Source: an optimization exercise on an open RTL-to-GDS flow (aim: small area, a short achievable clock period and few clock cycles per item). Production flows keep margins and buffers that such runs may drop.
RTL that was checked went through simulation tests only; none was proved equivalent to the original.
Power is estimated from default activity; no workload was simulated.

## conv_accel_top
module conv_accel_top (
    input  logic                       clk,
    input  logic                       rst,
    input  logic                       req_valid_i,
    input  logic [1:0]                 req_op_i,
    input  logic                       req_imm_i,
    input  logic [cnn_pkg::DATA_W-1:0] req_rj_i,
    input  logic [cnn_pkg::DATA_W-1:0] req_rk_i,
    output logic                       req_ready_o,
    output logic                       rsp_valid_o,
    output logic                       mem_valid_o,
    input  logic                       mem_ready_i,
    output logic [cnn_pkg::DATA_W-1:0] mem_addr_o,
    output logic                       mem_read_o,
    output logic [cnn_pkg::DATA_W-1:0] mem_wdata_o,
    input  logic                       mem_rsp_valid_i,
    input  logic [cnn_pkg::DATA_W-1:0] mem_rsp_rdata_i
);
export LEC_CHECK = 0
export CAP_MARGIN = 20
export CORE_MARGIN = 2
export CORE_UTILIZATION = 40
export CTS_BUF_LIST = sky130_fd_sc_hd__clkbuf_8
export SLEW_MARGIN = 20
create_clock -name core_clock -period 10.0 [get_ports {clk}]
standard.sh (not shown) runs the stock make flow with config.mk's settings and CLKGATE_MAP_FILE= SYNTH_SCRIPT=/design/flow/synth_recipe.tcl, a recipe that flattens the netlist after the stock synthesis.
==> flow/flow/run.sh <==
#!/bin/bash
# Standard layout; ports buffered with a plain buffer, free cell resizing, and
# timing repair aiming past the 10 ns clock's slack.
set -euo pipefail
bash standard.sh SETUP_SLACK_MARGIN=6.6 MATCH_CELL_FOOTPRINT=0 "BUFFER_PORTS_ARGS=-buffer_cell sky130_fd_sc_hd__buf_4" finish > make_finish.log 2>&1
The first run went through all stages and came out clean.
Testbench counts at the start, summed over its fixed seeds: cycles 8,990, items 2,528.
Change:
==> flow/flow/run.sh (replaced) <==
#!/bin/bash
# Standard layout; ports buffered with a plain buffer, free cell resizing, and
# timing repair aiming past the 10 ns clock's slack.
set -euo pipefail
bash standard.sh SETUP_SLACK_MARGIN=6.8 MATCH_CELL_FOOTPRINT=0 "BUFFER_PORTS_ARGS=-buffer_cell sky130_fd_sc_hd__buf_4" finish > make_finish.log 2>&1
CTS_BUF_LIST = not set   (was sky130_fd_sc_hd__clkbuf_8)
=> The new run went through all stages and came out clean. Final cell count drops by 1.2%. First-iteration DRC count is lower by 5.8%. Combinational power is higher by about 3%. Power came out higher by 2.5%. Area after synthesis is unchanged. Maximum frequency grows by 4.5%. Flip-flop and latch count is unchanged. Non-clock buffer count rises by 31.

========
main:
Another version of the RTL of conv_accel_top (not shown whole).
Size in the first run: roughly 570 flip-flops, ~170 I/O pins, about 39000 um^2 of cells after synthesis.
clock: 10.0 ns
lec_check: 0
cap_margin: 20
core_margin: 2
core_utilization: 40
slew_margin: 20
==> flow/flow/run.sh <==
#!/bin/bash
# Standard layout, with timing repair aiming past the 10 ns clock's slack.
set -euo pipefail
bash standard.sh SETUP_SLACK_MARGIN=5.5 finish > make_finish.log 2>&1
Testbench counts of main, summed over its fixed seeds: cycles 8,785, items 2,528.
### main -> the feature branch
==> flow/run.sh (new file) <==
#!/bin/bash
# synth_recipe.tcl (not shown) runs the flow's synth.tcl, then flattens the netlist and writes it again
# the make line also repeats each setting of config.mk as NAME=value (left out here)
make -C /OpenROAD-flow-scripts/flow DESIGN_CONFIG=/design/flow/config.mk WORK_HOME=/design/flow/orfs CLKGATE_MAP_FILE= SYNTH_SCRIPT=/design/flow/synth_recipe.tcl finish
removed: flow/flow/run.sh
removed: flow/standard.sh
Per the comparison of the feature branch with main, post-route cell area now sits lower, via count decreased by about 3.5% relative to the old numbers, required time of the critical path dropped 0.02 ns, met3 global-route usage -0.62 points, weighted congestion at the end of routability-driven global placement moved down.
Area overhead of the layout relative to synthesis: the feature branch < main
In the metrics for the feature branch and main, the one carrying the higher clock-buffer cell count is main.
Sort the feature branch and main by portion of the clock cycle consumed by the worst path in the final layout, descending, and the feature branch comes first.
Leakage power total in the feature branch is 7.0% below main.

========
conv_accel_top, a different RTL version from the one above (not shown whole).
Size in the first run: ~4100 cells after synthesis, roughly 170 I/O pins, ~46000 um^2 of cells after synthesis.
export LEC_CHECK = 0
export CAP_MARGIN = 20
export CORE_MARGIN = 2
export CORE_UTILIZATION = 40
export SLEW_MARGIN = 20
create_clock -name core_clock -period 10.0 [get_ports {clk}]
==> flow/flow/run.sh <==
#!/bin/bash
# Standard layout; ports buffered with a plain buffer, free cell resizing, and
# timing repair aiming past the 10 ns clock's slack.
set -euo pipefail
bash standard.sh SETUP_SLACK_MARGIN=6.6 MATCH_CELL_FOOTPRINT=0 "BUFFER_PORTS_ARGS=-buffer_cell sky130_fd_sc_hd__buf_4" finish > make_finish.log 2>&1
Next try:
==> flow/flow/run.sh (replaced) <==
#!/bin/bash
# Standard layout; ports buffered with a plain buffer, free cell resizing, and
# timing repair aiming past the 10 ns clock's slack.
set -euo pipefail
bash standard.sh SETUP_SLACK_MARGIN=6.7 MATCH_CELL_FOOTPRINT=0 "BUFFER_PORTS_ARGS=-buffer_cell sky130_fd_sc_hd__buf_4" finish > make_finish.log 2>&1
=> The changed run completed without violations. Register-to-register slack is better by 0.11 ns. Final cell count climbs slightly. Clock power falls slightly. Wire length increases by a few percent. Power increases slightly. Core utilization climbs by 1.0 points. Sequential power is about the same.
No run of this note included a check of the RTL's function; only the layout flow was run.

==> re-timing with driven ports <==
The flow's constraints put no driver on any port. The routed layouts listed below were extracted and timed again, unchanged, in two steps.
Step 1 assumes that a clkbuf_16 drives the clock port and a buf_2 every other input.
Step 2 adds t to the input delays and takes it off the output delays; t is the mean of the earliest and latest rising clock arrival at the registers after step 1. Input paths then give back, and output paths get back, about the clock's delay inside the block.
Three values: ideal ports, drivers, drivers and shift; two values: the first two.
run	t (ns)	slack for setup (ns)	hold slack, ns	pins driven straight from the clock port
the first run of note 1	0.895	6.533 / 6.464 / 5.885	0.324 / 0.324 / 0.324	1
the second run of note 1	0.744	6.683 / 6.614 / 5.996	0.328 / 0.328 / 0.328	1
main	0.708	3.489 / 3.489 / 3.489	0.446 / 0.446 / 0.446	1
the feature branch	0.699	2.156 / 2.156 / 2.156	0.435 / 0.435 / 0.435	1
the first run of note 3	0.744	6.651 / 6.576 / 5.978	0.326 / 0.326 / 0.326	1
the second run of note 3	0.754	6.440 / 6.467 / 5.713	0.326 / 0.326 / 0.326	1
After both steps setup and hold are still met in every run listed. For the second run of note 3, which loses most, drivers alone change the setup slack by +0.027 ns; drivers and shift together by -0.727 ns.
